Source: an optimization exercise on an open RTL-to-GDS flow (aim: small area, a short achievable clock period and few clock cycles per item). Production flows keep margins and buffers that such runs may drop.
At most, simulation tests tie the RTL to the original design; equivalence was not proved.
No activity file was given, so power comes from the tool's default toggle rates.

// multichannel_to_mono_pcm16_unit
module multichannel_to_mono_pcm16_unit (
    input  wire         i_clk,
    input  wire         i_rst_n,
    input  wire         i_cfg_we,
    input  wire [0:0]   i_cfg_index,
    input  wire [3:0]   i_cfg_data,
    input  wire         i_in_valid,
    output logic        o_in_ready,
    input  wire  [31:0] i_sample_bits,
    input  wire         i_silent,
    input  wire         i_packet_last,
    output logic        o_out_valid,
    input  wire         i_out_ready,
    output logic signed [15:0] o_mono_sample,
    output logic        o_packet_end
);
clock: 10.0 ns
lec_check: 0
abc_area: 1
cap_margin: 20
core_margin: 2
core_utilization: 60
cts_buf_list: sky130_fd_sc_hd__clkbuf_4 sky130_fd_sc_hd__clkbuf_8
slew_margin: 20
standard.sh (not shown) runs the stock make flow with config.mk's settings and CLKGATE_MAP_FILE= SYNTH_SCRIPT=/design/flow/synth_recipe.tcl, a recipe that flattens the netlist after the stock synthesis.
==> flow/flow/run.sh <==
#!/bin/bash
# The standard layout, with the port buffers made of buf_2 cells instead of the default
# delay buffer (every input and output port still gets its own buffer), and the timing
# repair aiming for 6.5 ns of setup slack at the design's clock period.
set -euo pipefail
bash standard.sh finish "BUFFER_PORTS_ARGS=-buffer_cell sky130_fd_sc_hd__buf_2" SETUP_SLACK_MARGIN=6.5 > standard_flow.log 2>&1
The first run went through all stages and came out clean.
Testbench counts at the start, summed over its fixed seeds: cycles 14,010, frames 3,072.
Then changed:
CORE_UTILIZATION = 50   (was 60)
=> Global-route usage fell by 4.0 points; sequential power barely changes; power decreases slightly; area after synthesis stays the same; design area stays flat; die area rises by about a fifth; synthesized cell count is unchanged; critical path depth decreases by 2.
Then changed:
CORE_UTILIZATION = 70   (was 50)
After rerunning:
- final area is about the same
- clock power increases by a little under a tenth
- total power grows by a few percent
- cell count went down by a few percent
Then changed:
==> flow/flow/run.sh (replaced) <==
#!/bin/bash
# The standard layout, with the port buffers made of buf_2 cells instead of the default
# delay buffer (every input and output port still gets its own buffer), and the timing
# repair aiming for 6 ns of setup slack at the design's clock period.
set -euo pipefail
bash standard.sh finish "BUFFER_PORTS_ARGS=-buffer_cell sky130_fd_sc_hd__buf_2" SETUP_SLACK_MARGIN=6 > standard_flow.log 2>&1
ABC_AREA = default   (was 1)
CORE_UTILIZATION = 60   (was 70)
Effect: Via count fell by about 17%; total power rose by about 1.2%; synthesized cell count fell by about 16%.

multichannel_to_mono_pcm16_unit, a different RTL version from the one above (not shown whole).
For scale: ~1200 cells after synthesis, about 160 flip-flops.
export LEC_CHECK = 0
export CAP_MARGIN = 20
export CORE_MARGIN = 2
export CORE_UTILIZATION = 60
export CTS_BUF_LIST = sky130_fd_sc_hd__clkbuf_4 sky130_fd_sc_hd__clkbuf_8
export SLEW_MARGIN = 20
create_clock -name core_clock -period 10.0 [get_ports {i_clk}]
==> flow/flow/run.sh <==
#!/bin/bash
# The standard layout, with the port buffers made of buf_2 cells instead of the default
# delay buffer: every input and output port still gets its own buffer.
set -euo pipefail
bash standard.sh finish "BUFFER_PORTS_ARGS=-buffer_cell sky130_fd_sc_hd__buf_2" > standard_flow.log 2>&1
Next try:
==> flow/flow/run.sh (replaced) <==
#!/bin/bash
# The standard layout, with the port buffers made of buf_2 cells instead of the default
# delay buffer (every input and output port still gets its own buffer), and the timing
# repair aiming for 6 ns of setup slack at the design's clock period.
set -euo pipefail
bash standard.sh finish "BUFFER_PORTS_ARGS=-buffer_cell sky130_fd_sc_hd__buf_2" SETUP_SLACK_MARGIN=6 > standard_flow.log 2>&1
Result: The changed run went through all stages and came out clean. Total power increases by 0.50%. Global-route usage increases by 0.29 points. Die area does not change. Sequential share of layout area decreases by 1.2 points. Final cell count increases by 1.4%.
No run of this note included a check of the RTL's function; only the layout flow was run.

old:
multichannel_to_mono_pcm16_unit with an RTL version that a note above also has.
Size in the first run: roughly 1,500 cells after synthesis, ~160 flip-flops, about 63 I/O pins, ~12,000 um^2 of cells after synthesis.
==> flow/config.mk <==
export PLATFORM = sky130hd
export DESIGN_NAME = multichannel_to_mono_pcm16_unit
export DESIGN_NICKNAME = multichannel_to_mono_pcm16_unit
export VERILOG_FILES = /design/flow/design.v
export SDC_FILE = /design/flow/constraint.sdc
export NUM_CORES = 4
export LEC_CHECK = 0
export ABC_AREA = 1
export CAP_MARGIN = 20
export CORE_MARGIN = 2
export CORE_UTILIZATION = 60
export SLEW_MARGIN = 20
==> flow/constraint.sdc <==
create_clock -name core_clock -period 10.0 [get_ports {i_clk}]
set_input_delay 2.0000 -clock core_clock [delete_from_list [all_inputs] [get_ports {i_clk}]]
set_output_delay 2.0000 -clock core_clock [all_outputs]
set_load 0.01 [all_outputs]
==> flow/flow/run.sh <==
#!/bin/bash
# The standard layout, with the port buffers made of buf_2 cells instead of the default
# delay buffer (every input and output port still gets its own buffer), and the timing
# repair aiming for 6.5 ns of setup slack at the design's clock period.
set -euo pipefail
bash standard.sh finish "BUFFER_PORTS_ARGS=-buffer_cell sky130_fd_sc_hd__buf_2" SETUP_SLACK_MARGIN=6.5 > standard_flow.log 2>&1
old finished every step from synthesis to the final layout, and the layout passed the timing, design-rule and antenna checks.
Testbench counts of old, summed over its fixed seeds: cycles 14,010, frames 3,072.
> inputs changed (old -> new)
Settings: CTS_BUF_LIST newly set to sky130_fd_sc_hd__clkbuf_4 sky130_fd_sc_hd__clkbuf_8.
==> flow/flow/run.sh <==
#!/bin/bash
# The standard layout, with the port buffers made of buf_2 cells instead of the default
# delay buffer (every input and output port still gets its own buffer), and the timing
# repair aiming for 6.4 ns of setup slack at the design's clock period.
set -euo pipefail
bash standard.sh finish "BUFFER_PORTS_ARGS=-buffer_cell sky130_fd_sc_hd__buf_2" SETUP_SLACK_MARGIN=6.4 > standard_flow.log 2>&1
[summary]
new finished every step from synthesis to the final layout, and the layout passed the timing, design-rule and antenna checks.
Minimum setup slack after placement: old vs new — no meaningful difference
Summary of new over old: transition time at the pin with the least slew margin went down by 0.030 ns, share of total power in the clock network went down by 7.7 points, global-route usage was more or less identical, critical path depth went down by 5.
Compared old against new; instance count after placement with tap cells included within noise.
Across both runs, proportion of final cell area spent on non-clock buffers was lower for new than for old.
In the tables for old and new, maximum single-stage delay on the critical path reads higher with old.

static timing again, ports no longer ideal:
In the flow no input, the clock included, has a driving cell. The finished layouts below were timed again as built, in two steps. Step 1, drivers: a clkbuf_16 drives i_clk and a buf_2 each remaining input, both assumed. Step 2, shift: input delay + t, output delay - t, t = (earliest + latest rising clock arrival at the registers) / 2. This alone moves slack from input paths to output paths. Slacks: ideal ports / drivers / drivers and shift; pairs: ideal ports / drivers.
run | t, ns | setup WS [ns] | worst hold slack (ns) | latest minus earliest clock arrival (ns) | worst slew at a driven data input, ns
the first run of note 1 | 0.498 | 6.625 / 6.625 / 6.135 | 0.411 / 0.411 / 0.411 | 0.015 / 0.016 | 0.05
the second run of note 1 | 0.496 | 6.580 / 6.580 / 6.116 | 0.423 / 0.423 / 0.423 | 0.023 / 0.023 | 0.05
the third run of note 1 | 0.508 | 6.183 / 6.183 / 6.134 | 0.422 / 0.422 / 0.422 | 0.019 / 0.019 | 0.05
the fourth run of note 1 | 0.502 | 5.991 / 5.991 / 5.685 | 0.415 / 0.415 / 0.415 | 0.017 / 0.017 | 0.03
the first run of note 2 | 0.500 | 5.330 / 5.330 / 5.330 | 0.433 / 0.433 / 0.433 | 0.016 / 0.016 | 0.03
the second run of note 2 | 0.495 | 6.076 / 6.076 / 5.757 | 0.430 / 0.430 / 0.430 | 0.020 / 0.019 | 0.03
old | 0.472 | 6.588 / 6.588 / 6.135 | 0.406 / 0.406 / 0.406 | 0.009 / 0.009 | 0.05
new | 0.495 | 6.495 / 6.497 / 6.002 | 0.446 / 0.446 / 0.446 | 0.016 / 0.017 | 0.04
After both steps setup and hold are still met in every run listed. The setup slack of new, which loses most, moves by +0.002 ns with the drivers and by -0.493 ns with both steps.
